Background: an optimization exercise with open tools, aiming at small area, a short achievable clock period and few clock cycles per item. Do not read the settings as production practice.
RTL that was checked went through simulation tests only; none was proved equivalent to the original.
No activity file was given, so power comes from the tool's default toggle rates.

## int8_matrix_vector_zero_point_core
module int8_matrix_vector_zero_point_core #(
   parameter int MAX_COLS = 256
) (
   input  logic                                  clock,
   input  logic                                  reset,
   input  logic                                  req_valid,
   output logic                                  req_ready,
   input  logic                                  req_command,
   input  logic signed [i8mvz_pkg::ElemWidth-1:0] req_element,
   input  logic [i8mvz_pkg::IndexWidth-1:0]      req_element_index,
   output logic                                  rsp_valid,
   input  logic                                  rsp_ready,
   output logic signed [i8mvz_pkg::SumWidth-1:0] rsp_row_sum,
   output logic [i8mvz_pkg::RowsWidth-1:0]       rsp_row_index,
   output logic                                  rsp_last_row,
   input  logic                                  csr_write_enable,
   input  logic [1:0]                            csr_index,
   input  logic [i8mvz_pkg::CsrWidth-1:0]        csr_write_data
);
   localparam int AW   = $clog2(MAX_COLS);
   localparam int CW   = i8mvz_pkg::ColsWidth;
   localparam int RW   = i8mvz_pkg::RowsWidth;
   localparam int EW   = i8mvz_pkg::ElemWidth;
   localparam int SW   = i8mvz_pkg::SumWidth;
   localparam int AccW = 24;
  ...
For scale: about 2,300 flip-flops.
==> flow/config.mk <==
export PLATFORM = sky130hd
export DESIGN_NAME = int8_matrix_vector_zero_point_core
export DESIGN_NICKNAME = int8_matrix_vector_zero_point_core
export VERILOG_FILES = /design/flow/design.v
export SDC_FILE = /design/flow/constraint.sdc
export NUM_CORES = 4
export LEC_CHECK = 0
export CAP_MARGIN = 20
export CORE_MARGIN = 2
export CORE_UTILIZATION = 62
export CTS_CLUSTER_DIAMETER = 65
export CTS_CLUSTER_SIZE = 32
export PLACE_DENSITY = 0.72
export SETUP_SLACK_MARGIN = 0.3
export SLEW_MARGIN = 20
export SYNTH_MEMORY_MAX_BITS = 16384
==> flow/constraint.sdc <==
create_clock -name core_clock -period 10.0 [get_ports {clock}]
set_input_delay 2.0000 -clock core_clock [delete_from_list [all_inputs] [get_ports {clock}]]
set_output_delay 2.0000 -clock core_clock [all_outputs]
set_load 0.01 [all_outputs]
standard.sh (not shown) runs the stock make flow with config.mk's settings and CLKGATE_MAP_FILE= SYNTH_SCRIPT=/design/flow/synth_recipe.tcl, a recipe that flattens the netlist after the stock synthesis.
==> flow/flow/run.sh <==
#!/bin/bash
# the standard flow (the standard.sh, standard synthesis unchanged) with two
# changes to how the layout is made:
#  - timing repair aims at a shorter clock period than the design's (a larger setup
#    margin); the design is still laid out and signed off at the design's period
#  - ports are buffered with buf_4 instead of the cell buffer_ports picks by default
# make's output goes to make.log; each ORFS step keeps its own log under orfs/logs.
set -euo pipefail
bash standard.sh SETUP_SLACK_MARGIN=6.6 \
   "BUFFER_PORTS_ARGS=-buffer_cell sky130_fd_sc_hd__buf_4" \
   finish > make.log 2>&1
The starting point produced a clean layout.
Testbench counts at the start, summed over its fixed seeds: cycles 74,919, items 71,425.
==> next run, changes <==
--- a/flow/design.v
+++ b/flow/design.v
@@ -163,49 +163,43 @@
          k_idx_ff  <= AW'(req_element_index);
          k_hi_ff   <= req_hi;
       end
    end
    logic          f_mat;
    logic          f_load;
    logic          f_write;
    logic          f_block;
    logic [AW-1:0] mphase_ff;
    logic [AW:0]   colp_ff;
    logic [AW-1:0] rd_pos_ff;
-   logic [AW-1:0] wr_q_ff;
-   logic [AW-1:0] wr_q_new;
+   logic [WB-1:0]    wlo_ff;         
+   logic [AW-WB-1:0] whi_ff;         
+   logic             f_wpoint_ok;
    logic          col_first;
    logic          col_last;
    logic [EW-1:0] ram_rd_data;
    assign f_mat     = f_valid_ff && (f_cmd_ff == i8mvz_pkg::CMD_MATRIX_ELEMENT);
    assign f_load    = f_valid_ff && (f_cmd_ff == i8mvz_pkg::CMD_LOAD_VECTOR);
    assign col_first = (colp_ff == (AW+1)'(1));
    assign col_last  = (colp_ff == cols_ff);
-   assign f_write = f_load && !f_hi_ff && (wr_q_ff[WB-1:0] == WB'(1));
-   assign f_block = (f_load && !f_hi_ff && (wr_q_ff[WB-1:0] != WB'(1)))
-                    || (f_mat && (rd_pos_ff[TB-1:0] != '0));
-   assign f_go    = adv && !f_block;
-   assign wr_q_new = (k_valid_ff ? k_idx_ff : AW'(req_element_index)) + mphase_ff;
+   assign f_wpoint_ok = (f_idx_ff[WB-1:0] == wlo_ff);
+   assign f_write     = f_load && !f_hi_ff && f_wpoint_ok;
+   assign f_block     = (f_load && !f_hi_ff && !f_wpoint_ok)
+                        || (f_mat && (rd_pos_ff[TB-1:0] != '0));
+   assign f_go        = adv && !f_block;
+   logic [AW-1:0] mphase_next;
+   assign mphase_next = reset ? '1 : (mphase_ff - AW'(1));
    always_ff @(posedge clock) begin
-      if (f_go) begin
-         wr_q_ff <= wr_q_new;
-      end else begin
-         wr_q_ff <= wr_q_ff - AW'(1);
-      end
-   end
-   always_ff @(posedge clock) begin
-      if (reset) begin
-         mphase_ff <= '1;
-      end else begin
-         mphase_ff <= mphase_ff - AW'(1);
-      end
+      mphase_ff <= mphase_next;
+      wlo_ff    <= WB'(~mphase_next) + WB'(1);
+      whi_ff    <= mphase_next[AW-1:WB] + (AW-WB)'(mphase_next[WB-1:0] != '0);
    end
    always_ff @(posedge clock) begin
       if (reset) begin
          colp_ff <= (AW+1)'(1);
       end else if (f_go) begin
          if (f_load || (f_mat && col_last)) begin
             colp_ff <= (AW+1)'(1);
          end else if (f_mat) begin
             colp_ff <= colp_ff + (AW+1)'(1);
          end
       end
@@ -217,23 +211,23 @@
          rd_pos_ff <= rd_pos_ff - AW'(1);
       end
    end
    i8mvz_ram #(
       .WIDTH(EW),
       .DEPTH(MAX_COLS),
       .WSTEP(WSTEP),
       .RSTEP(RSTEP)
    ) u_vector_ram (
       .clock   (clock),
       .wr_en   (f_write),
-      .wr_point(wr_q_ff[AW-1:WB]),
+      .wr_point(f_idx_ff[AW-1:WB] + whi_ff),
       .wr_data (f_elem_ff),
       .rd_tap  (rd_pos_ff[AW-1:TB]),
       .rd_data (ram_rd_data)
    );
    logic          s1_mat_ff, s1_load_ff, s1_first_ff, s1_last_ff;
    logic [EW-1:0] s1_elem_ff;
    logic [EW-1:0] s1_rd_ff;
    always_ff @(posedge clock) begin
       if (reset) begin
          s1_mat_ff  <= 1'b0;
          s1_load_ff <= 1'b0;
Result: Hold slack improved by 0.0055 ns. Cell area goes down by 0.90%. Total power falls by 0.85%. Wire length goes down by 2.6%. Sequential power is about the same. Via count shrinks by 2.9%. Synthesized cell count went down by 3.8%.
Testbench counts after the change, summed over its fixed seeds: cycles 74,919, items 71,425.

Setup of old:
Another version of the RTL of int8_matrix_vector_zero_point_core (not shown whole).
Size in the first run: roughly 3,600 cells after synthesis, ~93 I/O pins, about 0.058 mm2 of cells after synthesis.
Settings: LEC_CHECK=0, CAP_MARGIN=20, CORE_MARGIN=2, CORE_UTILIZATION=62, CTS_CLUSTER_DIAMETER=65, CTS_CLUSTER_SIZE=32, PLACE_DENSITY=0.72, SETUP_SLACK_MARGIN=0.3, SLEW_MARGIN=20, SYNTH_MEMORY_MAX_BITS=16384; clock period 10.0 ns.
Scripts as last shown in full above: flow/flow/run.sh
--- input diff old..new ---
diff --git a/flow/design.v b/flow/design.v
--- a/flow/design.v
+++ b/flow/design.v
@@ -165,21 +165,21 @@
       end
    end
    logic          f_mat;
    logic          f_load;
    logic          f_write;
    logic          f_block;
    logic [AW-1:0] mphase_ff;
    logic [AW:0]   colp_ff;
    logic [AW-1:0] rd_pos_ff;
-   logic [WB-1:0]    wlo_ff;         
-   logic [AW-WB-1:0] whi_ff;         
-   logic             f_wpoint_ok;
+   logic [WB-1:0]    wlo_ff;      
+   logic [AW-WB-1:0] whi_ff;      
+   logic          f_wpoint_ok;
    logic          col_first;
    logic          col_last;
    logic [EW-1:0] ram_rd_data;
    assign f_mat     = f_valid_ff && (f_cmd_ff == i8mvz_pkg::CMD_MATRIX_ELEMENT);
    assign f_load    = f_valid_ff && (f_cmd_ff == i8mvz_pkg::CMD_LOAD_VECTOR);
    assign col_first = (colp_ff == (AW+1)'(1));
    assign col_last  = (colp_ff == cols_ff);
    assign f_wpoint_ok = (f_idx_ff[WB-1:0] == wlo_ff);
    assign f_write     = f_load && !f_hi_ff && f_wpoint_ok;
@@ -320,51 +320,48 @@
          s3_prod_ff  <= s2_prod;
       end
    end
    logic [AccW-1:0] acc_ff;
    logic [AccW-1:0] s3_prod_x;
    logic [RW-1:0]   rsp_row_index_ff;
    logic            rsp_last_row_ff;
    logic            row_zero_ff;       
    logic            x_end;             
+   logic [RW-1:0]   next_index;
    logic            next_last;
    assign s3_prod_x = {{(AccW-PW){s3_prod_ff[PW-1]}}, s3_prod_ff};
    always_ff @(posedge clock) begin
       if (reset) begin
          x_rowend_ff <= 1'b0;
       end else if (adv) begin
          x_rowend_ff <= s3_mat_ff && s3_last_ff;
       end
    end
    always_ff @(posedge clock) begin
-      acc_ff <= ((adv && s3_first_ff) ? AccW'(0) : acc_ff)
-                + (adv ? s3_prod_x : AccW'(0));
+      if (adv) begin
+         acc_ff <= (s3_first_ff ? AccW'(0) : acc_ff) + s3_prod_x;
+      end
    end
    assign x_end      = adv && s3_mat_ff && s3_last_ff;
+   assign next_index = row_zero_ff ? '0 : (rsp_row_index_ff + RW'(1));
    assign next_last  = row_zero_ff ? (rows_ff <= RW'(1))
                        : ({1'b0, rsp_row_index_ff} + (RW+1)'(2) >= {1'b0, rows_ff});
    always_ff @(posedge clock) begin
       if (reset) begin
          row_zero_ff <= 1'b1;
       end else if (x_end) begin
          row_zero_ff <= next_last;
       end else if (adv && s3_load_ff) begin
          row_zero_ff <= 1'b1;
       end
    end
    always_ff @(posedge clock) begin
-      if (x_end && row_zero_ff) begin
-         rsp_row_index_ff <= '0;
-      end else begin
-         rsp_row_index_ff <= rsp_row_index_ff + RW'(x_end);
-      end
-   end
-   always_ff @(posedge clock) begin
       if (x_end) begin
-         rsp_last_row_ff <= next_last;
+         rsp_row_index_ff <= next_index;
+         rsp_last_row_ff  <= next_last;
       end
    end
    assign rsp_valid     = x_rowend_ff;
    assign rsp_row_sum   = {{(SW-AccW){acc_ff[AccW-1]}}, acc_ff};
    assign rsp_row_index = rsp_row_index_ff;
    assign rsp_last_row  = rsp_last_row_ff;
 endmodule
Findings:
old → new: clock group power -about 3%, fraction of the yosys area taken by sequential cells closely matched the old numbers, number of tapcells ~0 delta, net total in the final layout picked up an extra about 0.54%. On delay of the slowest critical-path stage, old and new are neck and neck.
Testbench counts of new, summed over its fixed seeds: cycles 74,919, items 71,425.
The RTL of old was laid out without a check of its function.

[re-timing with driven ports]
The flow's constraints put no driver on any port. The routed layouts listed below were extracted and timed again, unchanged, in two steps. Step 1 assumes that a clkbuf_16 drives the clock port and a buf_2 every other input. Step 2 adds t to the input delays and takes it off the output delays; t is the mean of the earliest and latest rising clock arrival at the registers after step 1. Input paths then give back, and output paths get back, about the clock's delay inside the block. Three values: ideal ports, drivers, drivers and shift; two values: the first two.
run | t, ns | slack for setup (ns) | worst hold slack (ns)
the first run of note 1 | 0.742 | 6.605 / 6.541 / 6.037 | 0.310 / 0.310 / 0.310
the second run of note 1 | 0.750 | 6.594 / 6.532 / 6.051 | 0.315 / 0.315 / 0.315
old | 0.748 | 6.167 / 6.189 / 5.441 | 0.321 / 0.321 / 0.321
new | 0.750 | 6.594 / 6.532 / 6.051 | 0.315 / 0.315 / 0.315
After both steps every run listed still meets setup and hold. The setup slack of old, which loses most, moves by +0.022 ns with the drivers and by -0.726 ns with both steps.
